This design comes from an exercise in tuning for small area, a short achievable clock period and few clock cycles per item on the open sky130 flow, not from production work. In this exercise RTL edits were held to simulation tests only and were not proved equivalent to the original. Power and IR drop assume default switching activity.

==> run.sh <==
#!/bin/bash
# synth_recipe.tcl (not shown) runs the flow's synth.tcl, then flattens the netlist and writes it again
# the make line also repeats each setting of config.mk as NAME=value (left out here)
make -C /OpenROAD-flow-scripts/flow DESIGN_CONFIG=/design/flow/config.mk WORK_HOME=/design/flow/orfs CLKGATE_MAP_FILE= SYNTH_SCRIPT=/design/flow/synth_recipe.tcl finish
==> config.mk <==
export PLATFORM = sky130hd
export DESIGN_NAME = glyph_grid_extent_finder
export DESIGN_NICKNAME = glyph_grid_extent_finder
export VERILOG_FILES = /design/flow/design.v
export SDC_FILE = /design/flow/constraint.sdc
export NUM_CORES = 4
export LEC_CHECK = 0
export CAP_MARGIN = 20
export CORE_MARGIN = 2
export CORE_UTILIZATION = 50
export PLACE_DENSITY = 0.6
export SETUP_SLACK_MARGIN = 4.8
export SLEW_MARGIN = 20
export TNS_END_PERCENT = 100
==> constraint.sdc <==
create_clock -name core_clock -period 8.0 [get_ports {clk}]
set_input_delay 1.6000 -clock core_clock [delete_from_list [all_inputs] [get_ports {clk}]]
set_output_delay 1.6000 -clock core_clock [all_outputs]
set_load 0.01 [all_outputs]
==> design.v <==
`default_nettype none
package ggef_pkg;
  localparam MAX_CELL_SIZE = 64;
  localparam GRID_CELLS    = 16;
  localparam GLYPH_COUNT   = 256;
  localparam CELL_POS_W  = $clog2(MAX_CELL_SIZE);
  localparam CELL_SIZE_W = CELL_POS_W + 1;
  localparam GRID_W      = $clog2(GRID_CELLS);
  localparam GLYPH_W     = $clog2(GLYPH_COUNT);
  localparam logic [GLYPH_W-1:0]     LETTER_A_IDX  = GLYPH_W'(65);
  localparam logic [CELL_SIZE_W-1:0] CELL_SIZE_RST = CELL_SIZE_W'(8);
  localparam logic [CELL_SIZE_W-1:0] CELL_SIZE_MAX = CELL_SIZE_W'(MAX_CELL_SIZE);
  localparam logic CFG_CELL_WIDTH  = 1'b0;
  localparam logic CFG_CELL_HEIGHT = 1'b1;
  localparam logic OP_PIXEL = 1'b0;
  localparam logic OP_QUERY = 1'b1;
  localparam logic ST_IDLE = 1'b0;
  localparam logic ST_EXEC = 1'b1;
  localparam EXT_W   = 2 * CELL_POS_W + 1;
  localparam EXT_VLD = 2 * CELL_POS_W;
  function automatic logic [CELL_SIZE_W-1:0] eff_size(input logic [CELL_SIZE_W-1:0] v);
    logic [CELL_SIZE_W-1:0] r;
    r = v;
    if (v == '0) begin
      r = CELL_SIZE_W'(1);
    end else if (v > CELL_SIZE_MAX) begin
      r = CELL_SIZE_MAX;
    end
    eff_size = r;
  endfunction
endpackage
`default_nettype wire
`default_nettype none
module glyph_grid_extent_finder (
  input  wire logic                        clk,
  input  wire logic                        rst_n,
  input  wire logic                        cfg_we,
  input  wire logic                        cfg_index,
  input  wire logic [6:0]                  cfg_data,
  input  wire logic                        in_valid,
  output      logic                        in_stall,
  input  wire logic                        in_op,
  input  wire logic                        in_frame_start,
  input  wire logic [31:0]                 in_pixel_value,
  input  wire logic [7:0]                  in_glyph_index,
  output      logic                        out_valid,
  input  wire logic                        out_stall,
  output      logic [9:0]                  out_glyph_x,
  output      logic [10:0]                 out_glyph_y,
  output      logic [6:0]                  out_glyph_w,
  output      logic [6:0]                  out_glyph_h,
  output      logic [5:0]                  out_space_width,
  output      logic [6:0]                  out_line_height
);
  localparam logic [11:0] EMPTY = {6'd63, 6'd0};
  logic [6:0]  cw_r, ch_r;
  logic [5:0]  cwm1_r, chm1_r;
  logic [6:0]  cfg_eff;
  logic [31:0] bg_r;
  logic [7:0]  t_r;
  logic        sk_v, sk_op, sk_fs, sk_ink;
  logic [7:0]  sk_gi;
  logic        v1, op1, fs1, ink1;
  logic [7:0]  gi1;
  logic [7:0]  ra1;               
  logic [15:0] pa_row, pa_col;
  logic        pa0;
  logic [5:0]  icc_r, icr_r;
  logic [3:0]  cc_r, cr_r;
  logic [6:0]  top_r, abot_r;
  logic [11:0] ring [256];
  logic [11:0] rb   [16];          
  logic [15:0] pend;               
  logic        fl;                 
  logic        v2, s2b;           
  logic        urb2;              
  logic        par2;              
  logic [11:0] rd2;
  logic [5:0]  rr_r;              
  logic [3:0]  gcol2, grow2;
  logic [6:0]  top2, abot2;       
  logic [9:0]  xs2;               
  logic [8:0]  ya2;               
  logic [7:0]  yb2;
  logic [6:0]  h2, lh2;
  logic        ov;
  logic [9:0]  ox;
  logic [10:0] oy;
  logic [6:0]  ow, oh, olh;
  logic        iccl_r, icrl_r, first_r, a65_r, tany_r, fsr_r;
  logic [15:0] touched;
  always_comb begin
    for (int c = 0; c < 16; c++)
      touched[c] = (icr_r != 6'd0) || (4'(c) < cc_r) || ((4'(c) == cc_r) && (icc_r != 6'd0));
  end
  logic take, out_free, s2_free, s1_go, s1_free, s1_load, pix1, pproc, mark, mv;
  assign take     = in_valid && !sk_v;
  assign out_free = !ov || !out_stall;
  assign s2_free  = !v2 || (!s2b && out_free);
  assign s1_go    = v1 && (op1 ? s2_free : (!fs1 || fsr_r));
  assign s1_free  = !v1 || s1_go;
  assign s1_load  = s1_free && (sk_v || take);
  assign pix1     = v1 && !op1;
  assign pproc    = pix1 && (!fs1 || fsr_r);
  assign mark     = pix1 && fs1 && !fl && tany_r;
  assign mv       = v1 && op1 && s2_free;
  logic [5:0]  p_icc, p_icr;
  logic [3:0]  p_cc, p_cr;
  logic        icc_last, icr_last;
  logic [11:0] base, merged;
  logic [5:0]  m_left, m_right;
  logic [5:0]  icc_d, icr_d;
  logic [3:0]  cc_d, cr_d;
  logic [6:0]  top_d, abot_d;
  always_comb begin
    p_icc  = fs1 ? 6'd0 : icc_r;
    p_icr  = fs1 ? 6'd0 : icr_r;
    p_cc   = fs1 ? 4'd0 : cc_r;
    p_cr   = fs1 ? 4'd0 : cr_r;
    base    = first_r ? EMPTY : rb[0];
    m_left  = (ink1 && (icc_r < base[11:6])) ? icc_r : base[11:6];
    m_right = (ink1 && (icc_r > base[5:0]))  ? icc_r : base[5:0];
    merged  = fs1 ? {(ink1 ? 6'd0 : 6'd63), 6'd0} : {m_left, m_right};
    if (fs1) begin
      top_d  = ink1 ? 7'd0 : ch_r;
      abot_d = ch_r;
    end else begin
      top_d  = (ink1 && ({1'b0, icr_r} < top_r)) ? {1'b0, icr_r} : top_r;
      abot_d = (ink1 && a65_r) ? {1'b0, icr_r} : abot_r;
    end
    icc_last = fs1 ? (cwm1_r == 6'd0) : iccl_r;
    icr_last = fs1 ? (chm1_r == 6'd0) : icrl_r;
    icc_d = p_icc + 6'd1;
    cc_d  = p_cc;
    icr_d = p_icr;
    cr_d  = p_cr;
    if (icc_last) begin
      icc_d = 6'd0;
      cc_d  = p_cc + 4'd1;
      if (p_cc == 4'd15) begin
        icr_d = p_icr + 6'd1;
        if (icr_last) begin
          icr_d = 6'd0;
          cr_d  = p_cr + 4'd1;
        end
      end
    end
  end
  logic [3:0]  wbc_r, wbi_r;
  logic        wbe_r;
  logic [15:0] wsel_r;
  logic [11:0] wb_data;
  logic [7:0]  t_n;
  logic [3:0]  tk_n, cc_n, cr_n, wbc_n, wbi_b, wbi_n;
  logic [5:0]  icc_n, icr_n;
  logic [15:0] pend_n, hot0, hot_n, wsel_n;
  logic        wbe_n, wbt_n, fsp, rowinc, fl_n, tany_n;
  always_comb begin
    wb_data = rb[wbi_r];
    t_n   = t_r + 8'd1;
    tk_n  = t_n[7:4] + 4'(t_n[3:0] != 4'd0);
    wbc_n = wbc_r - 4'd1;
    icc_n = pproc ? icc_d : icc_r;
    icr_n = pproc ? icr_d : icr_r;
    cc_n  = pproc ? cc_d : cc_r;
    cr_n  = pproc ? cr_d : cr_r;
    fl_n  = pproc ? 1'b0 : (mark ? 1'b1 : fl);
    tany_n = (icr_n != 6'd0) || (cc_n != 4'd0) || (icc_n != 6'd0);
    wbi_b = wbc_n - ((pproc && fs1) ? 4'd0 : cc_r);
    wbi_n = (pproc && icc_last) ? wbi_b - 4'd1 : wbi_b;
    for (int c = 0; c < 16; c++) begin
      if ((mark && touched[c]) || (pproc && icc_last && icr_last && (p_cc == 4'(c))))
        pend_n[c] = 1'b1;
      else if (wbe_r && (wbc_r == 4'(c)))
        pend_n[c] = 1'b0;
      else
        pend_n[c] = pend[c];
    end
    wbe_n = pend_n[wbc_n];
    wbt_n = (icr_n != 6'd0) || (wbc_n < cc_n) || ((wbc_n == cc_n) && (icc_n != 6'd0));
    fsp    = pproc && fs1;
    rowinc = pproc && !fs1 && icc_last && (p_cc == 4'd15) && icr_last;
    for (int k = 0; k < 16; k++) hot0[k] = (4'(cr_r + tk_n) == 4'(k));
    for (int k = 0; k < 16; k++)
      hot_n[k] = fsp ? (tk_n == 4'(k)) : rowinc ? hot0[(k + 15) % 16] : hot0[k];
    for (int k = 0; k < 16; k++)
      wsel_n[k] = wbe_n && (wbt_n ? hot_n[k] : hot_n[(k + 1) % 16]);
  end
  logic [5:0]  ring_rd;
  logic [11:0] rb_rd;
  logic        q_use_rb;
  logic [3:0]  q_r, q_c;
  logic [5:0]  rrow [16];
  always_comb begin
    for (int r = 0; r < 16; r++) begin
      rrow[r] = '0;
      for (int c = 0; c < 16; c++)
        rrow[r] = rrow[r] | ({6{pa_col[c]}} & ring[16 * r + c][11:6]);
    end
    ring_rd = '0;
    for (int r = 0; r < 16; r++) ring_rd = ring_rd | ({6{pa_row[r]}} & rrow[r]);
    q_r      = gi1[7:4];
    q_c      = gi1[3:0];
    rb_rd    = rb[4'(q_c - cc_r)];
    q_use_rb = (touched[q_c] && (q_r == cr_r)) ||
               (pend[q_c] && !touched[q_c] && (q_r == cr_r - 4'd1));
  end
  logic [9:0]  b_xs;
  logic [8:0]  b_ya;
  logic [7:0]  b_yb;
  logic [6:0]  b_h, b_lh;
  logic [11:0] c_ent;
  logic        c_vld;
  logic [9:0]  c_x, c_xs;
  logic [6:0]  c_w, c_ws;
  logic [10:0] c_y;
  always_comb begin
    b_xs = ((gcol2[0] ? 10'(cw_r)              : 10'd0) + (gcol2[1] ? 10'({cw_r, 1'b0}) : 10'd0))
         + ((gcol2[2] ? 10'({cw_r, 2'b00})     : 10'd0) + (gcol2[3] ? 10'({cw_r, 3'b000}) : 10'd0));
    b_ya = (grow2[0] ? 9'(ch_r) : 9'd0) + (grow2[1] ? 9'({ch_r, 1'b0}) : 9'd0) + 9'(top2);
    b_yb = (grow2[2] ? 8'(ch_r) : 8'd0) + (grow2[3] ? 8'({ch_r, 1'b0}) : 8'd0);
    b_h  = (ch_r > top2) ? ch_r - top2 : 7'd0;
    b_lh = (abot2 > top2) ? abot2 - top2 : 7'd0;
    if (urb2)      c_ent = rd2;
    else if (par2) c_ent = {rr_r, rd2[5:0]};
    else           c_ent = {rd2[11:6], rr_r};
    c_vld = c_ent[11:6] <= c_ent[5:0];
    c_xs  = xs2 + 10'(c_ent[11:6]);
    c_ws  = 7'(c_ent[5:0]) - 7'(c_ent[11:6]) + 7'd1;
    c_x   = c_vld ? c_xs : xs2;
    c_w   = c_vld ? c_ws : cw_r;
    c_y   = 11'(ya2) + {1'b0, yb2, 2'b00};
  end
  logic        t_ink;
  logic [7:0]  ld_gi, pa_n;
  assign t_ink = !in_frame_start && (in_pixel_value != bg_r);
  assign ld_gi = sk_v ? sk_gi : in_glyph_index;
  assign pa_n  = (mv || !s1_load) ? ra1 + 8'd1 : ld_gi + t_r + 8'd1;
  assign cfg_eff = (cfg_data == 7'd0) ? 7'd1 : (cfg_data > 7'd64) ? 7'd64 : cfg_data;
  always_ff @(posedge clk) begin
    if (!rst_n) begin
      cw_r    <= 7'd8;
      ch_r    <= 7'd8;
      cwm1_r  <= 6'd7;
      chm1_r  <= 6'd7;
      bg_r    <= '0;
      t_r     <= '0;
      wbc_r   <= '0;
      wbi_r   <= '0;
      wbe_r   <= 1'b0;
      wsel_r  <= '0;
      iccl_r  <= 1'b0;
      icrl_r  <= 1'b0;
      first_r <= 1'b1;
      a65_r   <= 1'b0;
      tany_r  <= 1'b0;
      fsr_r   <= 1'b1;
      sk_v    <= 1'b0;
      v1      <= 1'b0;
      v2      <= 1'b0;
      s2b     <= 1'b0;
      ov      <= 1'b0;
      icc_r   <= '0;
      cc_r    <= '0;
      icr_r   <= '0;
      cr_r    <= '0;
      top_r   <= 7'd8;
      abot_r  <= 7'd8;
      pend    <= '0;
      fl      <= 1'b0;
    end else begin
      if (cfg_we) begin
        if (cfg_index == 1'b0) begin
          cw_r   <= cfg_eff;
          cwm1_r <= 6'(cfg_eff - 7'd1);
        end else begin
          ch_r   <= cfg_eff;
          chm1_r <= 6'(cfg_eff - 7'd1);
        end
      end
      t_r    <= t_n;
      wbc_r  <= wbc_n;
      wbi_r  <= wbi_n;
      wbe_r  <= wbe_n;
      wsel_r <= wsel_n;
      iccl_r  <= (icc_n == cwm1_r);
      icrl_r  <= (icr_n == chm1_r);
      first_r <= (icc_n == 6'd0) && (icr_n == 6'd0);
      a65_r   <= ({cr_n, cc_n} == 8'd65);
      tany_r  <= tany_n;
      fsr_r   <= (pend_n == 16'd0) && (fl_n || !tany_n);
      if (take && !in_op && in_frame_start) bg_r <= in_pixel_value;
      if (sk_v) begin
        if (s1_free) sk_v <= 1'b0;
      end else if (take && !s1_free) begin
        sk_v <= 1'b1;
      end
      if (s1_free) v1 <= sk_v || take;
      if (s2_free) v2 <= mv;
      s2b <= mv;
      if (out_free) ov <= v2 && !s2b;
      if (pproc) begin
        icc_r  <= icc_d;
        cc_r   <= cc_d;
        icr_r  <= icr_d;
        cr_r   <= cr_d;
        top_r  <= top_d;
        abot_r <= abot_d;
      end
      fl   <= fl_n;
      pend <= pend_n;
    end
  end
  always_ff @(posedge clk) begin
    for (int p = 0; p < 256; p++) begin
      if ((p % 16) == 1 && wsel_r[p / 16]) ring[p] <= {wb_data[5:0], wb_data[11:6]};
      else ring[p] <= {ring[(p + 255) % 256][5:0], ring[(p + 255) % 256][11:6]};
    end
  end
  always_ff @(posedge clk) begin
    if (pproc) begin
      if (icc_last) begin
        for (int i = 0; i < 15; i++) rb[i] <= rb[i + 1];
        rb[15] <= merged;
      end else begin
        rb[0] <= merged;
      end
    end
  end
  always_ff @(posedge clk) begin
    if (!sk_v) begin
      sk_op  <= in_op;
      sk_fs  <= in_frame_start;
      sk_ink <= t_ink;
      sk_gi  <= in_glyph_index;
    end
    if (s1_load) begin
      op1  <= sk_v ? sk_op  : in_op;
      fs1  <= sk_v ? sk_fs  : in_frame_start;
      ink1 <= sk_v ? sk_ink : t_ink;
      gi1  <= ld_gi;
      ra1  <= ld_gi + t_r + 8'd1;
    end else begin
      ra1  <= ra1 + 8'd1;
    end
    for (int k = 0; k < 16; k++) begin
      pa_row[k] <= (pa_n[7:4] == 4'(k));
      pa_col[k] <= (pa_n[3:0] == 4'(k));
    end
    pa0  <= pa_n[0];
    rr_r <= ring_rd;
    if (mv) begin
      urb2  <= q_use_rb;
      par2  <= pa0;
      rd2   <= rb_rd;
      gcol2 <= gi1[3:0];
      grow2 <= gi1[7:4];
      top2  <= top_r;
      abot2 <= abot_r;
    end else if (v2 && s2b) begin
      xs2 <= b_xs;
      ya2 <= b_ya;
      yb2 <= b_yb;
      h2  <= b_h;
      lh2 <= b_lh;
      if (!urb2) begin
        if (par2) rd2[5:0]  <= rr_r;
        else      rd2[11:6] <= rr_r;
      end
    end else if (v2 && !out_free) begin
      urb2 <= 1'b1;
      rd2  <= c_ent;
    end
    if (out_free && v2 && !s2b) begin
      ox  <= c_x;
      oy  <= c_y;
      ow  <= c_w;
      oh  <= h2;
      olh <= lh2;
    end
  end
  assign in_stall        = sk_v;
  assign out_valid       = ov;
  assign out_glyph_x     = ox;
  assign out_glyph_y     = oy;
  assign out_glyph_w     = ow;
  assign out_glyph_h     = oh;
  assign out_space_width = cw_r[6:1];
  assign out_line_height = olh;
endmodule
`default_nettype wire
==> results of run 1 <==
==> power breakdown <==
part           total [uW]  switching, uW  internal [uW]  leakage [uW]
Sequential          20400            839          19500        0.0295
Clock               16500           6650           9890       0.00575
Combinational        3040           2160            881        0.0104
Total               39900           9650          30300        0.0457
==> kinds of logic (layout without fill, tap and decap cells) <==
family | after synthesis | in the layout | share of synthesized area, %
flops | 3605 | 3605 | 76.02
compound gates | 1432 | 1437 | 11.00
simple gates | 950 | 950 | 4.783
buf+inv | 465 | 1070 | 1.800
mux | 273 | 273 | 3.120
fa+ha+maj | 152 | 152 | 2.130
xor+xnor | 127 | 127 | 1.149
other cells | 0 | 1 | 0
==> metrics by stage <==
stage               setup WS [ns]  std cells  hold WS (ns)  instance area (sq um)
CTS                         4.757      10205        0.2935                 116400
global route                4.680      10254        0.2959                 117400
finish                      4.713      10255        0.2943                 117400
detailed placement          3.261       9538        0.3121                 103800
global placement            3.353       9538        0.3097                 103800
floorplan                   2.622       7004        0.3096                  99290
==> final cells by class <==
class                   instances  area [sq um]  share of cell area (%)
multi-input cells            2939         23350                   19.90
clock inverters               121          1470                   1.253
flip-flops and latches       3605         75530                   64.36
inverters                     149         589.3                  0.5021
diodes                          1         2.502                0.002132
repair buffers                307          2923                   2.490
well taps                    2640          3303                   2.815
clock buffers                 493         10190                   8.683
==> worst max-delay path: cells and delay by family, from the launching register on <==
| family | cells | cell delay [ns] |
|---|---|---|
| and+or+nand+nor | 3 | 0.95 |
| AOI/OAI and AO/OA | 3 | 0.95 |
| buffers and inverters | 2 | 0.59 |
| DFF | 1 | 0.43 |
==> placed cells by master (no fill, tap or decap), types with 24 or more instances in the layout <==
cell                              synthesis  final
sky130_fd_sc_hd__a22o_1                 282    282
sky130_fd_sc_hd__bufinv_16                0     32
sky130_fd_sc_hd__mux2i_1                 47     41
sky130_fd_sc_hd__nand2_1                255    248
sky130_fd_sc_hd__a21o_1                  29     29
sky130_fd_sc_hd__buf_4                    8    154
sky130_fd_sc_hd__xnor2_1                 54     49
sky130_fd_sc_hd__dfxtp_4                  0     29
sky130_fd_sc_hd__nand2b_1                33     25
sky130_fd_sc_hd__nand3_1                100     94
sky130_fd_sc_hd__nor2b_1                 31     28
sky130_fd_sc_hd__buf_2                    8     24
sky130_fd_sc_hd__clkinv_2                 0     56
sky130_fd_sc_hd__nor3_1                  64     41
sky130_fd_sc_hd__a22oi_1                398    397
sky130_fd_sc_hd__edfxtp_1               322    322
sky130_fd_sc_hd__ha_1                   124    111
sky130_fd_sc_hd__inv_1                  146    140
sky130_fd_sc_hd__clkbuf_8                 0     68
sky130_fd_sc_hd__clkbuf_1               251     64
sky130_fd_sc_hd__and2_1                  51     49
sky130_fd_sc_hd__nand4_1                148    148
sky130_fd_sc_hd__a21oi_1                146    136
sky130_fd_sc_hd__fa_1                    28     24
sky130_fd_sc_hd__clkdlybuf4s50_1          0     51
sky130_fd_sc_hd__xor2_1                  71     67
sky130_fd_sc_hd__clkbuf_16                0    362
sky130_fd_sc_hd__o22ai_1                 27     24
sky130_fd_sc_hd__dfxtp_1               3283   3233
sky130_fd_sc_hd__nor2_1                 175    162
sky130_fd_sc_hd__a221oi_1               298    294
sky130_fd_sc_hd__mux2_2                 218    217
sky130_fd_sc_hd__o21ai_0                116     99
==> metal layers <==
metal,vias to the layer above,share of wire [%],GRT usage [%]
met5,-,0.0050,0
met4,2,3.4,8.581
met3,592,6.2,3.882
li1,25950,-,-
met1,28739,46,35.41
met2,2100,45,38.79
==> repair_timing <==
action                                  CTS  global route
pin swaps                                31            52
gates resized for setup                 277           133
endpoints found under the setup margin  331           127
cloned                                    5             6
buffers inserted                         48            43
==> final timing paths <==
check,startpoint,slack [ns],to
min,ring[29][2],0.29,ring[30][8]
max,pa_col[10],4.71,rr_r[0]
min reg2reg,ring[29][2],0.29,ring[30][8]
max reg2reg,pa_col[10],4.71,rr_r[0]
==> registers in the layout, indices dropped and copies added, names as in the netlist, 8 cells and up <==
register / count
ya2: 9
pa_row: 16
ring: 3072
bg_r: 32
oy: 11
pa_col: 16
sk_gi: 8
gi1: 8
t_r: 8
rb: 192
rd2: 12
pend: 16
wsel_r: 16
xs2: 10
ra1: 8
yb2: 8
ox: 10
==> run_results.csv, run 1 <==
group,metric,value,unit
status,run_status,"complete, no violations",
sta,post-route-period-util,41.09,%
route,viasPerCell,5.596,
synth,synth.cell_area,99170,sq um
route,via_count,57383,
route,drc_errors,0,
setup_path,critical-path-slowest-cell,"sky130_fd_sc_hd__nand4_1",
cells_and_area,area_growth,18.34,%
clock_tree,cts_hold_repair.buffers,0,
synth,library_cell_occupying_the_most_area_in_the_post_synthesis_netlist,"sky130_fd_sc_hd__dfxtp_1",
place,finalWeightedCongestion,0.8987,
synth,postSynthNetCount,7211,
route,dr.first_iter.drc_count,5063,
clock_tree,cts.reportedPaths.clkPinSlew,0.06,ns
setup_path,cpPeakStageDelay,0.46,ns
clock_tree,clock_tree.buffer_depth,4,
sta,fin_skew,0.07029,ns
min_path,timing.hold.worst.class,"register to register",
sta,tns,0,ns
synth,synth_top_area_share,66.27,%
floorplanning,dieHeight,449.4,um
setup_path,reg2regPathDepth,8,
setup_path,required,8.68,ns
sta,grt_setup_unrepaired,"yes",
setup_path,startpoint_type,"register",
cells_and_area,layout.nets,7560,
cells_and_area,layout-drive-gt1-share,16.39,%
floorplanning,fp.dieW,449.4,um
power,power.total,39930,uW
sta,actual_slew_at_the_worst_max_slew_pin,1.106,ns
synth,syn_avg_cell_area,14.16,sq um
sta,timing.final.crit_period,3.287,ns
clock_tree,clock_sinks,3605,
setup_path,timing.critical_path.cells,"buf_12, buf_8, a22o_1, a221oi_1, nand4_1, a221oi_2, nand4_1, nand4b_1",
global_route,track_usage,24.90,%
clock_tree,cts.htree.levels,5,
synth,share_of_async_settable_or_async_resettable_flops_after_synthesis,0,%
clock_tree,clock_tree.root_cell,"sky130_fd_sc_hd__clkbuf_16",
route,wl_per_cell,25.17,um
clock_tree,cts_buffers,351,
synth,synthCells,7004,
min_path,hold_path_depth,0,
synth,synth_seq_cells,3605,
power,static_leakage,0.04567,uW
run,cap_viol_max_count,0,
sta,fmax,304.2,MHz
clock_tree,cts_tree,"yes",
global_route,overflow,0,
route,ant_nets,0,
synth,synth_edf_count,322,
synth,synth.top_cells.by_count,"sky130_fd_sc_hd__dfxtp_1 (3283), sky130_fd_sc_hd__a22oi_1 (398), sky130_fd_sc_hd__edfxtp_1 (322)",
setup_path,cp.arrival,3.97,ns
sta,finalSetupViolations,0,
power,peakVddDrop,0.0002769,V
setup_path,path_max_fanout,61,
synth,yosysUniqueCellTypes,77,
power,power_density,340.3,nW/um^2
floorplanning,overall_die_area,201900,sq um
synth,synth.top_cells.by_area,"sky130_fd_sc_hd__dfxtp_1 (66%), sky130_fd_sc_hd__edfxtp_1 (9.7%), sky130_fd_sc_hd__a22oi_1 (3.0%)",
synth,part_of_the_yosys_area_used_for_sequential_elements,76.02,%
setup_path,worst-setup-path-type,"register to register",
floorplanning,floorplan.core_area,197200,sq um
place,dpl.hpwl,148.6,mm
sta,number_of_hold_violations_in_the_final_report,0,
synth,count_of_synthesis_stage_warnings_from_yosys,4,
setup_path,most_repeated_library_cell_on_the_critical_path,"sky130_fd_sc_hd__nand4_1",
cells_and_area,fill_cell_count,15224,
floorplanning,std_cell_rows,163,
global_route,grt_pass1_wl,378.6,mm
floorplanning,floorplan.initialDensity,50.29,%
place,port-buffer-count,104,
route,drtPass1Iterations,8,
global_route,via_count_of_the_first_global_routing_pass,57040,
global_route,grt_max_degree,184,
global_route,grt_antenna_before_repair,14,
synth,yosysMostFrequentCell,"sky130_fd_sc_hd__dfxtp_1",
synth,synth_flop_cell,"sky130_fd_sc_hd__dfxtp_1",
clock_tree,clock_latency,0.94,ns
floorplanning,num_io_pins,105,
sta,slew_viol_final,0,
sta,maxSlewHeadroom,26.28,%
route,drt_wl_total,258.2,mm
setup_path,worstSetupEndpointType,"register",
cells_and_area,final_core_util,59.51,%
Testbench counts, summed over its fixed seeds: cycles 44,030, items 41,958.
==> run 2, diff against run 1 <==
--- a/config.mk
+++ b/config.mk
@@ -9,4 +9,7 @@
 export CORE_MARGIN = 2
 export CORE_UTILIZATION = 50
+export CTS_BUF_LIST = sky130_fd_sc_hd__clkbuf_16
+export CTS_CLUSTER_DIAMETER = 60
+export CTS_CLUSTER_SIZE = 24
 export PLACE_DENSITY = 0.6
 export SETUP_SLACK_MARGIN = 4.8
==> run 2 against run 1 <==
Still clean on timing, DRC and antenna. Sequential share of layout area increased by 3.4 points. Core utilization is 3.0 points lower. Hold slack gained 0.016 ns. Count of clock-buffer cells in the layout fell by 299. Largest cell class unchanged. Highest routed layer is now met4.
==> run_results.csv, run 2 <==
group,metric,value,unit
setup_path,r2r_end,"rr_r[0]",
cells_and_area,layout_commonest_cell,"sky130_fd_sc_hd__dfxtp_1",
min_path,hold_path_depth,0,
status,run_status,"complete, no violations",
min_path,timing.hold.worst.class,"register to register",
setup_path,cpPeakStageDelay,0.47,ns
sta,finalSetupViolations,0,
synth,synth.top_cells.by_count,"sky130_fd_sc_hd__dfxtp_1 (3283), sky130_fd_sc_hd__a22oi_1 (398), sky130_fd_sc_hd__edfxtp_1 (322)",
power,power.total,33940,uW
place,finalWeightedCongestion,0.8987,
clock_tree,clock_latency,0.86,ns
synth,part_of_the_yosys_area_used_for_sequential_elements,76.02,%
synth,share_of_async_settable_or_async_resettable_flops_after_synthesis,0,%
route,wl_per_cell,25.45,um
synth,synth.cell_area,99170,sq um
sta,actual_slew_at_the_worst_max_slew_pin,1.185,ns
cells_and_area,mostFrequentLayoutCells,"sky130_fd_sc_hd__dfxtp_1 (3233), sky130_fd_sc_hd__a22oi_1 (398), sky130_fd_sc_hd__edfxtp_1 (322)",
sta,timing.final.crit_period,3.261,ns
clock_tree,clock_tree.buffer_depth,3,
setup_path,cp.arrival,3.91,ns
sta,fmax,306.7,MHz
floorplanning,dieHeight,449.4,um
route,dr.first_iter.drc_count,5220,
floorplanning,fp.dieW,449.4,um
clock_tree,clock_sinks,3605,
place,port-buffer-count,104,
cells_and_area,multiInputGateArea,23240,sq um
setup_path,timing.critical_path.cells,"buf_12, buf_6, a22o_1, a221oi_1, nand4_1, a221oi_1, nand4_1, nand4b_1",
cells_and_area,biggestRegsByFlops,"ring x3072, rb x192, bg_r x32",
sta,post-route-worst-setup-slack,4.739,ns
route,drt_wl_total,252.4,mm
clock_tree,cts_buffers,192,
route,via_count,55893,
setup_path,reg_to_reg_start,"pa_col[10]",
min_path,worst_hold_startpoint,"ring[20][1]",
synth,postSynthNetCount,7211,
global_route,grt_max_degree,184,
route,drc_errors,0,
place,dpl.hpwl,148.6,mm
global_route,overflow,0,
synth,synth_top_area_share,66.27,%
setup_path,startpoint_type,"register",
setup_path,worst-setup-path-type,"register to register",
power,power_density,304.7,nW/um^2
floorplanning,floorplan.initialDensity,50.29,%
floorplanning,std_cell_rows,163,
cells_and_area,flip_flop_count_of_the_largest_register_after_layout,3072,
sta,tns,0,ns
synth,synth_edf_count,322,
cells_and_area,largest_register,"ring",
floorplanning,overall_die_area,201900,sq um
cells_and_area,layout-drive-gt1-share,12.52,%
setup_path,critical-path-slowest-cell,"sky130_fd_sc_hd__a221oi_1",
place,dpl_worst_slack,3.261,ns
global_route,grt_antenna_before_repair,14,
global_route,track_usage,24.37,%
cells_and_area,fill_cell_count,15808,
clock_tree,clock_tree.root_cell,"sky130_fd_sc_hd__clkbuf_16",
sta,maxSlewHeadroom,21.03,%
route,ant_nets,0,
floorplanning,floorplan.core_area,197200,sq um
sta,slew_viol_final,0,
setup_path,required,8.65,ns
route,drtPass1Iterations,7,
synth,synth.top_cells.by_area,"sky130_fd_sc_hd__dfxtp_1 (66%), sky130_fd_sc_hd__edfxtp_1 (9.7%), sky130_fd_sc_hd__a22oi_1 (3.0%)",
power,peakVddDrop,0.0002568,V
cells_and_area,layout.nets,7384,
cells_and_area,final_core_util,56.48,%
synth,synth_seq_cells,3605,
sta,post-route-period-util,40.76,%
synth,count_of_synthesis_stage_warnings_from_yosys,4,
clock_tree,cts_hold_repair.buffers,0,
sta,grt_setup_unrepaired,"yes",
clock_tree,cts.htree.levels,4,
synth,yosysUniqueCellTypes,77,
clock_tree,cts.reportedPaths.clkPinSlew,0.09,ns
setup_path,path_max_fanout,61,
setup_path,reg2regPathDepth,8,
cells_and_area,area_growth,12.33,%
run,cap_viol_max_count,0,
setup_path,rrSetupSlack,4.74,ns
power,static_leakage,0.04280,uW
setup_path,worstSetupEndpointType,"register",
sta,fin_skew,0.02852,ns
global_route,grt_pass1_wl,369.7,mm
floorplanning,num_io_pins,105,
synth,synthCells,7004,
route,viasPerCell,5.636,
min_path,min_delay_worst_endpoint,"ring[21][7]",
synth,library_cell_occupying_the_most_area_in_the_post_synthesis_netlist,"sky130_fd_sc_hd__dfxtp_1",
synth,yosysMostFrequentCell,"sky130_fd_sc_hd__dfxtp_1",
cells_and_area,sequential_area,75530,sq um
synth,syn_avg_cell_area,14.16,sq um
synth,synth_flop_cell,"sky130_fd_sc_hd__dfxtp_1",
global_route,via_count_of_the_first_global_routing_pass,55117,
sta,number_of_hold_violations_in_the_final_report,0,
clock_tree,cts_tree,"yes",
==> run 2: cell types whose count changed in the layout (fill, tap and decap cells not counted), sizes merged <==
cell | previous run | this run
clkdlybuf4s15 | 21 | 4
clkinvlp | 12 | 3
bufinv | 32 | 8
dlygate4sd2 | 8 | 47
diode | 1 | 2
inv | 156 | 196
o211a | 5 | 4
clkbuf | 495 | 196
clkinv | 70 | 40
buf | 222 | 184
==> run 2: area by class of cell <==
| cell class | instances | share of cell area, % |
|---|---|---|
| Timing Repair Buffer | 291 | 2.563 |
| Multi-Input combinational cell | 2938 | 20.86 |
| Antenna cell | 2 | 0.004493 |
| Clock buffer | 194 | 4.358 |
| Clock inverter | 98 | 0.9210 |
| Tap cell | 2640 | 2.965 |
| Sequential cell | 3605 | 67.80 |
| Inverter | 149 | 0.5268 |
==> run 2: metal layers <==
layer  vias to the layer above  wire length (um)  track usage (%)
met2                      1906            113600            38.24
li1                      25424                 -                -
met3                       454             15240            3.401
met1                     28109            115700            35.26
met4                         0              7821            6.918
met5                         -                 0                0
==> run 2: metrics by stage <==
step                hold slack [ns]  cells  instance area [sq um]
global route                 0.3161   9915                 111400
finish                       0.3100   9917                 111400
CTS                          0.3137   9881                 110600
global placement             0.3097   9538                 103800
floorplan                    0.3096   7004                  99290
detailed placement           0.3121   9538                 103800
==> run 2: cells by family after synthesis <==
| kind of cell | Yosys count | synth area share [%] |
|---|---|---|
| DFF | 3605 | 76.02 |
| AOI/OAI and AO/OA | 1432 | 11.00 |
| and+or+nand+nor | 950 | 4.783 |
| buffers and inverters | 465 | 1.800 |
| muxes | 273 | 3.120 |
| adders and majority gates | 152 | 2.130 |
| xor gates and xnor gates | 127 | 1.149 |
==> run 2: worst max-delay path by stage <==
stage	start	to	slack [ns]	cells after the start
after global routing	in_glyph_index[2]	pa_row[2]	4.74	11
after floorplan	fs1	wsel_r[7]	2.62	14
after CTS	fs1	wsel_r[3]	4.76	10
after global placement	out_stall	pa_row[1]	3.35	8
final	pa_col[10]	rr_r[0]	4.74	8
after detailed placement	out_stall	pa_row[1]	3.26	8
==> run 2: critical path, delay by kind of cell, from the launching register on <==
kind / cells / cell delay [ns]
AND/OR/NAND/NOR: 3 / 0.89
buffers and inverters: 2 / 0.62
flip-flops: 1 / 0.43
AO/OA/AOI/OAI: 3 / 0.97
==> run 2: timing repair <==
| action | 4_1_cts | 5_1_grt |
|---|---|---|
| cloned | 5 | 4 |
| setup endpoints to repair | 331 | 113 |
| gates resized for setup | 187 | 98 |
| pin swaps | 32 | 46 |
| buffers inserted | 46 | 29 |
==> run 2: where the power goes <==
part | internal, uW | switching (uW) | leakage [uW]
clock | 4780 | 5820 | 0.00295
combinational | 874 | 2150 | 0.0104
sequential | 19500 | 829 | 0.0295
total | 25100 | 8800 | 0.0428
==> run 3, diff against run 2 <==
--- a/design.v
+++ b/design.v
@@ -88,4 +88,5 @@
   logic [10:0] oy;
   logic [6:0]  ow, oh, olh;
+  logic [5:0]  osp;               
   logic        iccl_r, icrl_r, first_r, a65_r, tany_r, fsr_r;
   logic [15:0] touched;
@@ -280,4 +281,5 @@
       end
       t_r    <= t_n;
+      osp    <= cw_r[6:1];
       wbc_r  <= wbc_n;
       wbi_r  <= wbi_n;
@@ -386,5 +388,5 @@
   assign out_glyph_w     = ow;
   assign out_glyph_h     = oh;
-  assign out_space_width = cw_r[6:1];
+  assign out_space_width = osp;
   assign out_line_height = olh;
 endmodule
--- a/config.mk
+++ b/config.mk
@@ -8,9 +8,9 @@
 export CAP_MARGIN = 20
 export CORE_MARGIN = 2
-export CORE_UTILIZATION = 50
+export CORE_UTILIZATION = 62
 export CTS_BUF_LIST = sky130_fd_sc_hd__clkbuf_16
 export CTS_CLUSTER_DIAMETER = 60
 export CTS_CLUSTER_SIZE = 24
-export PLACE_DENSITY = 0.6
+export PLACE_DENSITY = 0.72
 export SETUP_SLACK_MARGIN = 4.8
 export SLEW_MARGIN = 20
==> run 3 against run 2 <==
Still clean on timing, DRC and antenna. Cell area up 0.48%. Count of clock-buffer cells in the layout down 2. Routed wire length up 0.92%. Via count up 3.9%. Non-clock buffer count up 44. Clock skew up 0.0064 ns. Register-to-register slack better by 0.06 ns. Core utilization up 13 points. Clock power about the same. Largest cell class unchanged.
==> run_results.csv, run 3 <==
group,metric,value,unit
status,run_status,"complete, no violations",
cells_and_area,flip_flop_count_of_the_largest_register_after_layout,3072,
cells_and_area,layout_commonest_cell,"sky130_fd_sc_hd__dfxtp_1",
synth,synth_seq_cells,3611,
global_route,via_count_of_the_first_global_routing_pass,56643,
setup_path,reg_to_reg_start,"fs1",
clock_tree,clock_latency,0.85,ns
synth,count_of_synthesis_stage_warnings_from_yosys,4,
setup_path,path_max_fanout,14,
place,dpl_worst_slack,3.219,ns
route,via_count,58089,
sta,slew_viol_final,0,
route,drt_wl_total,254.7,mm
floorplanning,std_cell_rows,147,
place,dpl.cell_count,9219,
global_route,grt.busiest_layer,"met2",
synth,synth_edf_count,328,
sta,post-route-worst-setup-slack,4.795,ns
cells_and_area,area_growth,11.72,%
clock_tree,cts.reportedPaths.clkPinSlew,0.09,ns
floorplanning,floorplan.initialDensity,62.39,%
sta,actual_slew_at_the_worst_max_slew_pin,1.230,ns
route,dr.first_iter.drc_count,5872,
min_path,timing.hold.worst.class,"register to register",
cells_and_area,largest_register,"ring",
sta,grt_setup_unrepaired,"yes",
sta,fmax,312.0,MHz
setup_path,cp.arrival,3.91,ns
setup_path,r2r_end,"wsel_r[3]",
setup_path,worstSetupEndpointType,"register",
setup_path,worst-setup-path-type,"register to register",
global_route,track_usage,30.16,%
route,viasPerCell,6.036,
setup_path,required,8.71,ns
clock_tree,clock_sinks,3611,
route,wl_per_cell,26.47,um
global_route,grt_antenna_before_repair,7,
setup_path,rrSetupSlack,4.79,ns
clock_tree,cts_buffers,187,
global_route,grt_util_met3,6.319,%
synth,synth_flop_cell,"sky130_fd_sc_hd__dfxtp_1",
sta,timing.final.crit_period,3.205,ns
min_path,min_delay_worst_endpoint,"ring[202][7]",
place,port-buffer-count,104,
run,cap_viol_max_count,0,
clock_tree,clock_tree.root_cell,"sky130_fd_sc_hd__clkbuf_16",
setup_path,reg2regPathDepth,12,
min_path,hold_path_depth,0,
synth,syn_avg_cell_area,13.95,sq um
global_route,gr-usage-met1,43.52,%
route,drtPass1Iterations,7,
global_route,met2_usage,45.77,%
global_route,overflow,0,
sta,fin_skew,0.03488,ns
synth,share_of_async_settable_or_async_resettable_flops_after_synthesis,0,%
global_route,grt_max_degree,97,
synth,postSynthNetCount,7391,
min_path,worst_hold_startpoint,"ring[201][1]",
sta,number_of_hold_violations_in_the_final_report,0,
synth,synth.top_cells.by_area,"sky130_fd_sc_hd__dfxtp_1 (66%), sky130_fd_sc_hd__edfxtp_1 (9.8%), sky130_fd_sc_hd__a221oi_1 (2.9%)",
cells_and_area,layout.cells.non_filler,9623,
power,peakVddDrop,0.0002724,V
synth,synth_top_area_share,65.60,%
sta,tns,0,ns
place,finalWeightedCongestion,0.9309,
synth,library_cell_occupying_the_most_area_in_the_post_synthesis_netlist,"sky130_fd_sc_hd__dfxtp_1",
global_route,grt_pass1_wl,368.4,mm
cells_and_area,layout.nets,7594,
power,power_density,301.5,nW/um^2
floorplanning,num_io_pins,105,
sta,finalSetupViolations,0,
cells_and_area,biggestRegsByFlops,"ring x3072, rb x192, bg_r x32",
floorplanning,dieHeight,406.0,um
floorplanning,floorplan.core_area,160600,sq um
synth,synth.top_cells.by_count,"sky130_fd_sc_hd__dfxtp_1 (3283), sky130_fd_sc_hd__a221oi_1 (330), sky130_fd_sc_hd__edfxtp_1 (328)",
route,ant_nets,0,
clock_tree,clock_tree.buffer_depth,3,
route,drc_errors,0,
power,static_leakage,0.04357,uW
cells_and_area,antenna_cells_inserted,0,
setup_path,startpoint_type,"register",
place,dpl.hpwl,146.2,mm
clock_tree,cts.htree.levels,4,
synth,synth.cell_area,100200,sq um
cells_and_area,layout-drive-gt1-share,11.82,%
sta,post-route-period-util,40.07,%
clock_tree,cts_hold_repair.buffers,0,
sta,maxSlewHeadroom,17.90,%
synth,synthCells,7184,
synth,yosysMostFrequentCell,"sky130_fd_sc_hd__dfxtp_1",
cells_and_area,mostFrequentLayoutCells,"sky130_fd_sc_hd__dfxtp_1 (3243), sky130_fd_sc_hd__edfxtp_1 (328), sky130_fd_sc_hd__a221oi_1 (327)",
floorplanning,fp.dieW,406.0,um
clock_tree,cts_tree,"yes",
power,power.total,33750,uW
synth,part_of_the_yosys_area_used_for_sequential_elements,75.43,%
synth,yosysUniqueCellTypes,96,
floorplanning,overall_die_area,164800,sq um
==> run 3: cell count changes after synthesis, moves of 23 or more <==
cell / before / now
sky130_fd_sc_hd__mux2_2: 218 / 151
sky130_fd_sc_hd__mux2i_1: 47 / 123
sky130_fd_sc_hd__a22o_1: 282 / 321
sky130_fd_sc_hd__inv_1: 146 / 216
sky130_fd_sc_hd__a221oi_1: 298 / 330
sky130_fd_sc_hd__a22oi_1: 398 / 266
sky130_fd_sc_hd__nor2_1: 175 / 198
==> run 3: cells by family (layout without fill, tap and decap cells) <==
| logic type | after synthesis | after routing | share of synthesized area (%) |
|---|---|---|---|
| buffers and inverters | 545 | 822 | 2.093 |
| adders and majority gates | 153 | 153 | 2.118 |
| muxes | 279 | 279 | 3.039 |
| xor gates and xnor gates | 127 | 127 | 1.153 |
| and+or+nand+nor | 1021 | 1022 | 5.097 |
| DFF | 3611 | 3611 | 75.43 |
| AOI/OAI and AO/OA | 1448 | 1449 | 11.07 |
==> run 3: repair_timing <==
item                       4_1_cts  5_1_grt
pin swaps                       40       49
resized for setup              225      109
setup endpoints to repair      354       69
gates cloned                     8        6
buffers inserted                66       58
==> run 3: stage by stage <==
step           area (sq um)  hold WS (ns)  util, %
4_1_cts              110800        0.3110    69.01
3_3_place_gp         103900        0.3096    64.70
2_1_floorplan        100500        0.3096        -
3_5_place_dp         103900        0.3121    64.71
6_report             111900        0.3142    69.71
5_1_grt              111900        0.3228    69.71
==> run 3: per-layer routing <==
metal / wire length [um] / vias to the layer above
met5: 41 / -
met1: 112100 / 28985
met3: 21930 / 558
met4: 8819 / 6
met2: 111900 / 2490
li1: - / 26050
==> run 3: worst max-delay path by stage <==
| stage | start | endpoint | slack (ns) | cells past startpoint |
|---|---|---|---|---|
| 6_report | fs1 | wsel_r[3] | 4.79 | 12 |
| 5_1_grt | gi1[0] | rd2[11] | 4.73 | 15 |
| 4_1_cts | gi1[0] | rd2[6] | 4.76 | 12 |
| 3_5_place_dp | rst_n | wsel_r[2] | 3.22 | 8 |
| 3_3_place_gp | rst_n | wsel_r[0] | 3.23 | 8 |
| 2_1_floorplan | op1 | wsel_r[13] | 2.36 | 13 |
==> run 3: power by group <==
group	leakage, uW	internal, uW	total (uW)	switching, uW
Combinational	0.0112	1310	3860	2540
Clock	0.00278	4580	10300	5680
Sequential	0.0296	19000	19600	652
Total	0.0436	24900	33700	8870
==> run 3: critical path, stage by stage (launching register included) <==
cell	delay, ns
sky130_fd_sc_hd__edfxtp_1	0.47
sky130_fd_sc_hd__buf_12	0.19
sky130_fd_sc_hd__nor2_4	0.13
sky130_fd_sc_hd__ha_2	0.22
sky130_fd_sc_hd__and3_4	0.20
sky130_fd_sc_hd__o311ai_1	0.11
sky130_fd_sc_hd__a32o_2	0.28
sky130_fd_sc_hd__a221o_1	0.34
sky130_fd_sc_hd__o41ai_4	0.44
sky130_fd_sc_hd__nand4_4	0.21
sky130_fd_sc_hd__clkbuf_16	0.23
sky130_fd_sc_hd__mux2i_1	0.18
sky130_fd_sc_hd__nor2_1	0.05
==> run 3: final cells by class <==
type / count / area (sq um)
clock buffer: 192 / 4805
clock inverter: 73 / 800.8
fill: 10964 / 48640
inverter: 221 / 854.6
multi-input combinational: 3030 / 23870
sequential: 3611 / 75690
tap: 2160 / 2703
timing repair buffer: 335 / 3198
timing repair inverter: 1 / 5.005
Testbench counts of run 3, summed over its fixed seeds: cycles 44,030, items 41,958.
==> run 4, diff against run 3 <==
--- a/config.mk
+++ b/config.mk
@@ -8,9 +8,9 @@
 export CAP_MARGIN = 20
 export CORE_MARGIN = 2
-export CORE_UTILIZATION = 62
+export CORE_UTILIZATION = 50
 export CTS_BUF_LIST = sky130_fd_sc_hd__clkbuf_16
-export CTS_CLUSTER_DIAMETER = 60
-export CTS_CLUSTER_SIZE = 24
-export PLACE_DENSITY = 0.72
+export CTS_CLUSTER_DIAMETER = 80
+export CTS_CLUSTER_SIZE = 32
+export PLACE_DENSITY = 0.6
 export SETUP_SLACK_MARGIN = 4.8
 export SLEW_MARGIN = 20
==> run 4 against run 3 <==
Still clean. Sequential power about the same. Core utilization is 14 points lower. Register-to-register slack got worse by 0.07 ns. Combinational power is essentially flat. Maximum frequency fell by 2.2%. Cell count rose by 4.6%. Hold slack lost 0.0031 ns. Global-route usage shrank 5.5 points. Clock power down 12%. Power is 3.3% lower. Critical path type unchanged. Highest routed layer is now met4.
==> run_results.csv, run 4 <==
group,metric,value,unit
cells_and_area,biggestRegsByFlops,"ring x3072, rb x192, bg_r x32",
clock_tree,cts.reportedPaths.clkPinSlew,0.11,ns
route,drtPass1Iterations,7,
global_route,grt_max_degree,185,
synth,synth.cell_area,100200,sq um
floorplanning,dieHeight,451.6,um
route,via_count,56873,
cells_and_area,layout_commonest_cell,"sky130_fd_sc_hd__dfxtp_1",
global_route,track_usage,24.69,%
sta,fin_skew,0.04677,ns
cells_and_area,fill_cell_count,16284,
cells_and_area,layout-drive-gt1-share,10.92,%
synth,library_cell_occupying_the_most_area_in_the_post_synthesis_netlist,"sky130_fd_sc_hd__dfxtp_1",
synth,synth_seq_cells,3611,
synth,count_of_synthesis_stage_warnings_from_yosys,4,
sta,number_of_hold_violations_in_the_final_report,0,
power,power_density,293.9,nW/um^2
sta,slew_viol_final,0,
sta,finalSetupViolations,0,
cells_and_area,flip_flop_count_of_the_largest_register_after_layout,3072,
place,dpl_worst_slack,3.322,ns
status,run_status,"complete, no violations",
clock_tree,clock_latency,0.84,ns
setup_path,reg2regPathDepth,13,
synth,synthCells,7184,
place,port-buffer-count,104,
sta,hold_ws,0.3111,ns
place,post_dp_cell_area,104700,sq um
global_route,overflow,0,
place,dpl.hpwl,154.2,mm
floorplanning,floorplan.core_area,199500,sq um
clock_tree,clock_tree.buffer_depth,3,
setup_path,path_max_fanout,9,
sta,maxSlewHeadroom,18.35,%
clock_tree,cts.htree.levels,4,
global_route,grt_pass1_wl,374.2,mm
cells_and_area,layout.nets,7550,
floorplanning,std_cell_rows,164,
route,drc_errors,0,
synth,synth.top_cells.by_count,"sky130_fd_sc_hd__dfxtp_1 (3283), sky130_fd_sc_hd__a221oi_1 (330), sky130_fd_sc_hd__edfxtp_1 (328)",
clock_tree,clock_tree.root_cell,"sky130_fd_sc_hd__clkbuf_16",
clock_tree,cts_buffers,146,
synth,synth_top_area_share,65.60,%
floorplanning,fp.dieW,451.6,um
cells_and_area,area_growth,10.82,%
setup_path,cp.arrival,3.80,ns
setup_path,worst-setup-path-type,"register to register",
setup_path,worstSetupEndpointType,"register",
sta,post-route-period-util,40.99,%
synth,synth_flop_cell,"sky130_fd_sc_hd__dfxtp_1",
power,peakVddDrop,0.0002327,V
setup_path,startpoint_type,"register",
route,drt_wl_total,258.6,mm
sta,grt_setup_unrepaired,"yes",
clock_tree,cts_tree,"yes",
synth,synth.top_cells.by_area,"sky130_fd_sc_hd__dfxtp_1 (66%), sky130_fd_sc_hd__edfxtp_1 (9.8%), sky130_fd_sc_hd__a221oi_1 (2.9%)",
global_route,grt_antenna_before_repair,10,
place,finalWeightedCongestion,0.9764,
sta,fmax,305.0,MHz
min_path,hold_path_depth,0,
cells_and_area,final_cell_area,111000,sq um
clock_tree,clock_sinks,3611,
power,static_leakage,0.04287,uW
route,wl_per_cell,25.69,um
global_route,via_count_of_the_first_global_routing_pass,55726,
setup_path,rrSetupSlack,4.72,ns
sta,timing.final.crit_period,3.279,ns
cells_and_area,layout.cells.non_filler,10064,
synth,syn_avg_cell_area,13.95,sq um
min_path,timing.hold.worst.class,"register to register",
cells_and_area,mostFrequentLayoutCells,"sky130_fd_sc_hd__dfxtp_1 (3244), sky130_fd_sc_hd__edfxtp_1 (328), sky130_fd_sc_hd__a221oi_1 (326)",
floorplanning,floorplan.initialDensity,50.23,%
place,dpl.cell_count,9734,
synth,synth_edf_count,328,
synth,part_of_the_yosys_area_used_for_sequential_elements,75.43,%
sta,actual_slew_at_the_worst_max_slew_pin,1.225,ns
sta,post-route-worst-setup-slack,4.721,ns
route,viasPerCell,5.651,
route,ant_nets,0,
cells_and_area,largest_register,"ring",
sta,tns,0,ns
setup_path,required,8.53,ns
synth,yosysMostFrequentCell,"sky130_fd_sc_hd__dfxtp_1",
synth,share_of_async_settable_or_async_resettable_flops_after_synthesis,0,%
floorplanning,num_io_pins,105,
floorplanning,overall_die_area,204000,sq um
synth,postSynthNetCount,7391,
synth,yosysUniqueCellTypes,96,
route,dr.first_iter.drc_count,5388,
run,cap_viol_max_count,0,
==> run 4: cell counts after synthesis <==
Identical to the previous run, type by type.
==> run 4: power by group <==
part	switching, uW	internal (uW)
registers	664	19000
clock network	5500	3600
logic	2560	1310
==> run 4: path summary, 6_finish.rpt <==
| path | end | start |
|---|---|---|
| min reg2reg | ring[140][11] | ring[139][5] |
| max | rd2[6] | gi1[0] |
| max reg2reg | rd2[6] | gi1[0] |
| min | ring[140][11] | ring[139][5] |
==> run 4: worst max-delay path, cell delays in order, from the launching register on <==
cell and delay, ns:
sky130_fd_sc_hd__edfxtp_1 0.41, sky130_fd_sc_hd__buf_6 0.16, sky130_fd_sc_hd__inv_2 0.06, sky130_fd_sc_hd__ha_4 0.14, sky130_fd_sc_hd__inv_2 0.04, sky130_fd_sc_hd__fa_2 0.47
sky130_fd_sc_hd__xor2_4 0.19, sky130_fd_sc_hd__buf_12 0.15, sky130_fd_sc_hd__buf_4 0.13, sky130_fd_sc_hd__nand3_1 0.26, sky130_fd_sc_hd__nor2_1 0.23, sky130_fd_sc_hd__a211o_1 0.38
sky130_fd_sc_hd__nor4_4 0.23, sky130_fd_sc_hd__o22ai_1 0.15
==> run 4: repair_timing <==
item                                    4_1_cts  5_1_grt
setup buffers                                59       51
gates cloned                                  3        4
endpoints found under the setup margin      156       72
pin swaps                                    42       35
gates resized for setup                     211       86
hold buffers                                  0        0
==> run 4: cells by family after synthesis <==
family,Yosys count,synth area share (%)
buffers and inverters,545,2.093
AOI/OAI and AO/OA,1448,11.07
DFF,3611,75.43
and+or+nand+nor,1021,5.097
adders and majority gates,153,2.118
muxes,279,3.039
xor gates and xnor gates,127,1.153
==> run 4: layout make-up <==
type | instances | area (sq um) | share of cell area, %
inverter | 221 | 847.1 | 0.7629
multi-input combinational | 3028 | 23630 | 21.28
clock buffer | 153 | 3829 | 3.448
clock inverter | 51 | 561.8 | 0.5060
sequential | 3611 | 75670 | 68.16
timing repair inverter | 1 | 5.005 | 0.004508
timing repair buffer | 334 | 3141 | 2.829
tap | 2656 | 3323 | 2.993
antenna | 9 | 22.52 | 0.02028
==> run 4: per-layer routing <==
metal  GRT usage, %  wire, um  vias to the layer above
li1               -         -                    25944
met1          35.07    117600                    28559
met2          38.95    116600                     1960
met3          3.950     16780                      410
met4          7.400      7610                        0
met5              0         0                        -
==> run 4: stage by stage <==
step	utilization [%]	power (uW)
2_1_floorplan	-	21740
3_3_place_gp	52.47	23700
3_5_place_dp	52.47	23720
4_1_cts	55.24	32700
5_1_grt	55.66	33660
6_report	55.67	32630
==> run 5, diff against run 4 <==
==> flow/run.sh (new file) <==
#!/bin/bash
# The standard layout, with two changes: the port buffers are buf_4 cells (instead of the
# resizer's default pick, a delay buffer), and timing repair may resize a cell into any cell of
# the same function (not only one of the same footprint).
set -euo pipefail
export BUFFER_PORTS_ARGS="-buffer_cell sky130_fd_sc_hd__buf_4"
bash standard.sh MATCH_CELL_FOOTPRINT=0 finish > flow_standard.log 2>&1
==> standard.sh (new file) <==
#!/bin/bash
# synth_recipe.tcl (not shown) runs the flow's synth.tcl, then flattens the netlist and writes it again
# the make line also repeats each setting of config.mk as NAME=value (left out here)
make -C /OpenROAD-flow-scripts/flow DESIGN_CONFIG=/design/flow/config.mk WORK_HOME=/design/flow/orfs CLKGATE_MAP_FILE= SYNTH_SCRIPT=/design/flow/synth_recipe.tcl "${@:-finish}"
--- a/config.mk
+++ b/config.mk
@@ -10,6 +10,6 @@
 export CORE_UTILIZATION = 50
 export CTS_BUF_LIST = sky130_fd_sc_hd__clkbuf_16
-export CTS_CLUSTER_DIAMETER = 80
-export CTS_CLUSTER_SIZE = 32
+export CTS_CLUSTER_DIAMETER = 60
+export CTS_CLUSTER_SIZE = 24
 export PLACE_DENSITY = 0.6
 export SETUP_SLACK_MARGIN = 4.8
removed: run.sh
==> run 5 against run 4 <==
Still clean on timing, DRC and antenna. Synthesized cell count is the same. Critical path depth grew 2. Count of clock-buffer cells in the layout grew 48. Power grew 4.9%. Core utilization grew 0.78 points. Global-route usage grew 0.17 points. Non-clock buffer count grew 2. Largest cell class unchanged. Highest routed layer is now met5.
==> run_results.csv, run 5 <==
group,metric,value,unit
sta,timing.final.crit_period,3.219,ns
setup_path,required,8.59,ns
synth,synth.top_cells.by_count,"sky130_fd_sc_hd__dfxtp_1 (3283), sky130_fd_sc_hd__a221oi_1 (330), sky130_fd_sc_hd__edfxtp_1 (328)",
route,ant_nets,0,
synth,yosysMostFrequentCell,"sky130_fd_sc_hd__dfxtp_1",
setup_path,rrSetupSlack,4.78,ns
global_route,via_count_of_the_first_global_routing_pass,56254,
run,cap_viol_max_count,0,
setup_path,startpoint_type,"register",
clock_tree,cts_tree,"yes",
setup_path,path_max_fanout,4,
setup_path,reg2regPathDepth,15,
power,internal_power,25120,uW
global_route,overflow,0,
global_route,grt_max_degree,88,
min_path,hold_path_depth,0,
place,dpl.hpwl,155.9,mm
synth,synth.top_cells.by_area,"sky130_fd_sc_hd__dfxtp_1 (66%), sky130_fd_sc_hd__edfxtp_1 (9.8%), sky130_fd_sc_hd__a221oi_1 (2.9%)",
synth,synthCells,7184,
cells_and_area,layout-drive-gt1-share,13.27,%
global_route,track_usage,24.86,%
sta,post-route-period-util,40.24,%
clock_tree,clock_tree.buffer_depth,3,
setup_path,reg_to_reg_start,"gi1[0]",
synth,yosysUniqueCellTypes,96,
power,static_leakage,0.04378,uW
power,pwr-share-comb,11.2,%
sta,grt_setup_unrepaired,"yes",
place,finalWeightedCongestion,0.9635,
setup_path,r2r_end,"rd2[4]",
cells_and_area,fill_cell_count,16144,
power,sequentialPowerShare,57.3,%
power,power_density,304.1,nW/um^2
synth,synth.cell_area,100200,sq um
global_route,grt.busiest_layer,"met2",
global_route,gr-usage-met1,35.08,%
clock_tree,cts_buffers,194,
clock_tree,clock_tree.root_cell,"sky130_fd_sc_hd__clkbuf_16",
synth,synth_flop_cell,"sky130_fd_sc_hd__dfxtp_1",
synth,part_of_the_yosys_area_used_for_sequential_elements,75.43,%
synth,count_of_synthesis_stage_warnings_from_yosys,4,
route,drtPass1Iterations,8,
route,drt_wl_total,260.5,mm
cells_and_area,layout.nets,7600,
floorplanning,std_cell_rows,164,
clock_tree,cts_hold_repair.buffers,0,
clock_tree,cts.reportedPaths.clkPinSlew,0.09,ns
cells_and_area,flip_flop_count_of_the_largest_register_after_layout,3072,
synth,library_cell_occupying_the_most_area_in_the_post_synthesis_netlist,"sky130_fd_sc_hd__dfxtp_1",
power,net-switching-power,9115,uW
route,drc_errors,0,
global_route,grt_pass1_wl,377.5,mm
clock_tree,cts.htree.levels,4,
sta,finalSetupViolations,0,
cells_and_area,mostFrequentLayoutCells,"sky130_fd_sc_hd__dfxtp_1 (3244), sky130_fd_sc_hd__edfxtp_1 (328), sky130_fd_sc_hd__a221oi_1 (325)",
min_path,timing.hold.worst.class,"register to register",
sta,number_of_hold_violations_in_the_final_report,0,
sta,tns,0,ns
synth,synth_seq_cells,3611,
min_path,worst_hold_startpoint,"ring[88][0]",
place,port-buffer-count,104,
floorplanning,overall_die_area,204000,sq um
floorplanning,num_io_pins,105,
setup_path,worst-setup-path-type,"register to register",
cells_and_area,area_growth,12.38,%
sta,maxSlewHeadroom,21.66,%
floorplanning,dieHeight,451.6,um
global_route,met2_usage,39.43,%
cells_and_area,largest_register,"ring",
floorplanning,floorplan.core_area,199500,sq um
setup_path,cp.arrival,3.81,ns
cells_and_area,layout_commonest_cell,"sky130_fd_sc_hd__dfxtp_1",
min_path,min_delay_worst_endpoint,"ring[89][6]",
synth,share_of_async_settable_or_async_resettable_flops_after_synthesis,0,%
sta,fmax,310.6,MHz
power,power.share.switching,26.62,%
cells_and_area,final_core_util,56.45,%
clock_tree,clock_sinks,3611,
synth,synth_top_area_share,65.60,%
floorplanning,fp.dieW,451.6,um
synth,postSynthNetCount,7391,
route,via_count,57059,
sta,actual_slew_at_the_worst_max_slew_pin,1.173,ns
power,peakVddDrop,0.0002398,V
route,dr.first_iter.drc_count,5319,
clock_tree,clock_latency,0.87,ns
route,viasPerCell,5.625,
route,wl_per_cell,25.68,um
global_route,grt_util_met3,3.897,%
sta,fin_skew,0.03582,ns
synth,synth_edf_count,328,
cells_and_area,biggestRegsByFlops,"ring x3072, rb x192, bg_r x32",
synth,syn_avg_cell_area,13.95,sq um
setup_path,worstSetupEndpointType,"register",
global_route,grt_antenna_before_repair,9,
sta,slew_viol_final,0,
floorplanning,floorplan.initialDensity,50.23,%
power,power_frac_clock,31.5,%
status,run_status,"complete, no violations",
-- run 5: cell type report --
| cell class | count | area, sq um | area share, % |
|---|---|---|---|
| repair inverters | 1 | 5.005 | 0.004445 |
| clock buffers | 201 | 5030 | 4.468 |
| well taps | 2656 | 3323 | 2.952 |
| multi-input cells | 3028 | 23650 | 21.01 |
| flip-flops and latches | 3611 | 75680 | 67.22 |
| repair buffers | 336 | 3010 | 2.674 |
| inverters | 221 | 838.3 | 0.7446 |
| clock inverters | 86 | 1037 | 0.9213 |
| diodes | 4 | 10.01 | 0.008891 |
-- run 5: power by group through the flow --
stage          registers [uW]  clock network [uW]  logic (uW)
6_report                19600               10800        3820
5_1_grt                 19700               11600        4030
4_1_cts                 19600               11000        3760
3_5_place_dp            20000                   0        3640
3_3_place_gp            20000                   0        3630
2_1_floorplan           19600                   0        2140
-- run 5: how the worst max path moves through the flow --
stage              from          to  slack (ns)
4_1_cts         cc_r[0]     rd2[10]        4.74
3_3_place_gp     gi1[0]      rd2[6]        3.56
3_5_place_dp     gi1[0]      rd2[6]        3.45
6_report         gi1[0]      rd2[4]        4.78
2_1_floorplan       op1  wsel_r[13]        2.38
5_1_grt        gcol2[0]      xs2[8]        4.70
-- run 5: layer usage --
layer	wire, um	part of all wire (%)
met3	15050	5.8
met1	119000	46
met2	118100	45
met4	8241	3.2
met5	13	0.0050
-- run 5: metrics by stage --
stage	hold slack [ns]	instances	setup WS [ns]	cell area, sq um	power, uW
3_3_place_gp	0.3095	9736	3.562	104400	23650
4_1_cts	0.3156	10085	4.740	111600	34360
5_1_grt	0.3197	10141	4.698	112600	35340
2_1_floorplan	0.3096	7184	2.383	100500	21740
6_report	0.3121	10144	4.781	112600	34240
3_5_place_dp	0.3121	9736	3.449	104400	23670
-- run 5: worst max-delay path: stages, from the launching register on --
cell	delay, ns
sky130_fd_sc_hd__edfxtp_1	0.40
sky130_fd_sc_hd__buf_6	0.15
sky130_fd_sc_hd__inv_4	0.05
sky130_fd_sc_hd__ha_4	0.15
sky130_fd_sc_hd__inv_2	0.04
sky130_fd_sc_hd__fa_2	0.45
sky130_fd_sc_hd__buf_6	0.16
sky130_fd_sc_hd__nor2b_4	0.13
sky130_fd_sc_hd__buf_8	0.14
sky130_fd_sc_hd__a221oi_2	0.26
sky130_fd_sc_hd__nor2_1	0.09
sky130_fd_sc_hd__nor3_1	0.19
sky130_fd_sc_hd__o21ai_1	0.10
sky130_fd_sc_hd__a311o_1	0.35
sky130_fd_sc_hd__nor3_2	0.18
sky130_fd_sc_hd__o22ai_1	0.10
-- run 5: cell families (layout without fill, tap and decap cells) --
family	count (synthesis)	after routing	share of synthesized area, %
flops	3611	3611	75.43
other cells	0	4	0
fa+ha+maj	153	153	2.118
xor+xnor	127	127	1.153
simple gates	1021	1021	5.097
compound gates	1448	1448	11.07
buf+inv	545	845	2.093
mux	279	279	3.039
-- run 5: timing repair --
item,CTS,global route
endpoints found under the setup margin,257,66
gates resized for setup,149,116
gates cloned,4,4
pin swaps,32,60
buffers inserted,58,50

==> port drivers added, routing unchanged <==
Ports are ideal in the flow. The routed layouts listed here were re-timed in OpenROAD. Step 1 sets driving cells, clkbuf_16 on the clock port and buf_2 on the other inputs (assumed; they add their load-dependent delay and slew). Step 2 moves the port delays by t, midway between the first and last clock arrival at a register: inputs arrive t later, outputs are due t later. That takes back most of the time a late clock gives input paths. Slacks: ideal ports / drivers / drivers and shift; pairs: ideal ports / drivers.
run | t (ns) | slack for setup (ns) | worst hold slack (ns) | worst setup path after step 2
run 1 | 0.999 | 4.713 / 4.713 / 3.931 | 0.294 / 0.294 / 0.294 | input to register
run 2 | 0.937 | 4.739 / 4.739 / 3.944 | 0.310 / 0.310 / 0.310 | input to register
run 3 | 0.909 | 4.795 / 4.743 / 3.985 | 0.314 / 0.314 / 0.314 | input to register
run 4 | 0.901 | 4.721 / 4.721 / 3.962 | 0.311 / 0.311 / 0.311 | input to register
run 5 | 0.938 | 4.781 / 4.771 / 4.014 | 0.312 / 0.312 / 0.312 | input to register
After both steps setup and hold are still met in every run listed. For run 3, which loses most, drivers alone change the setup slack by -0.052 ns; drivers and shift together by -0.810 ns.
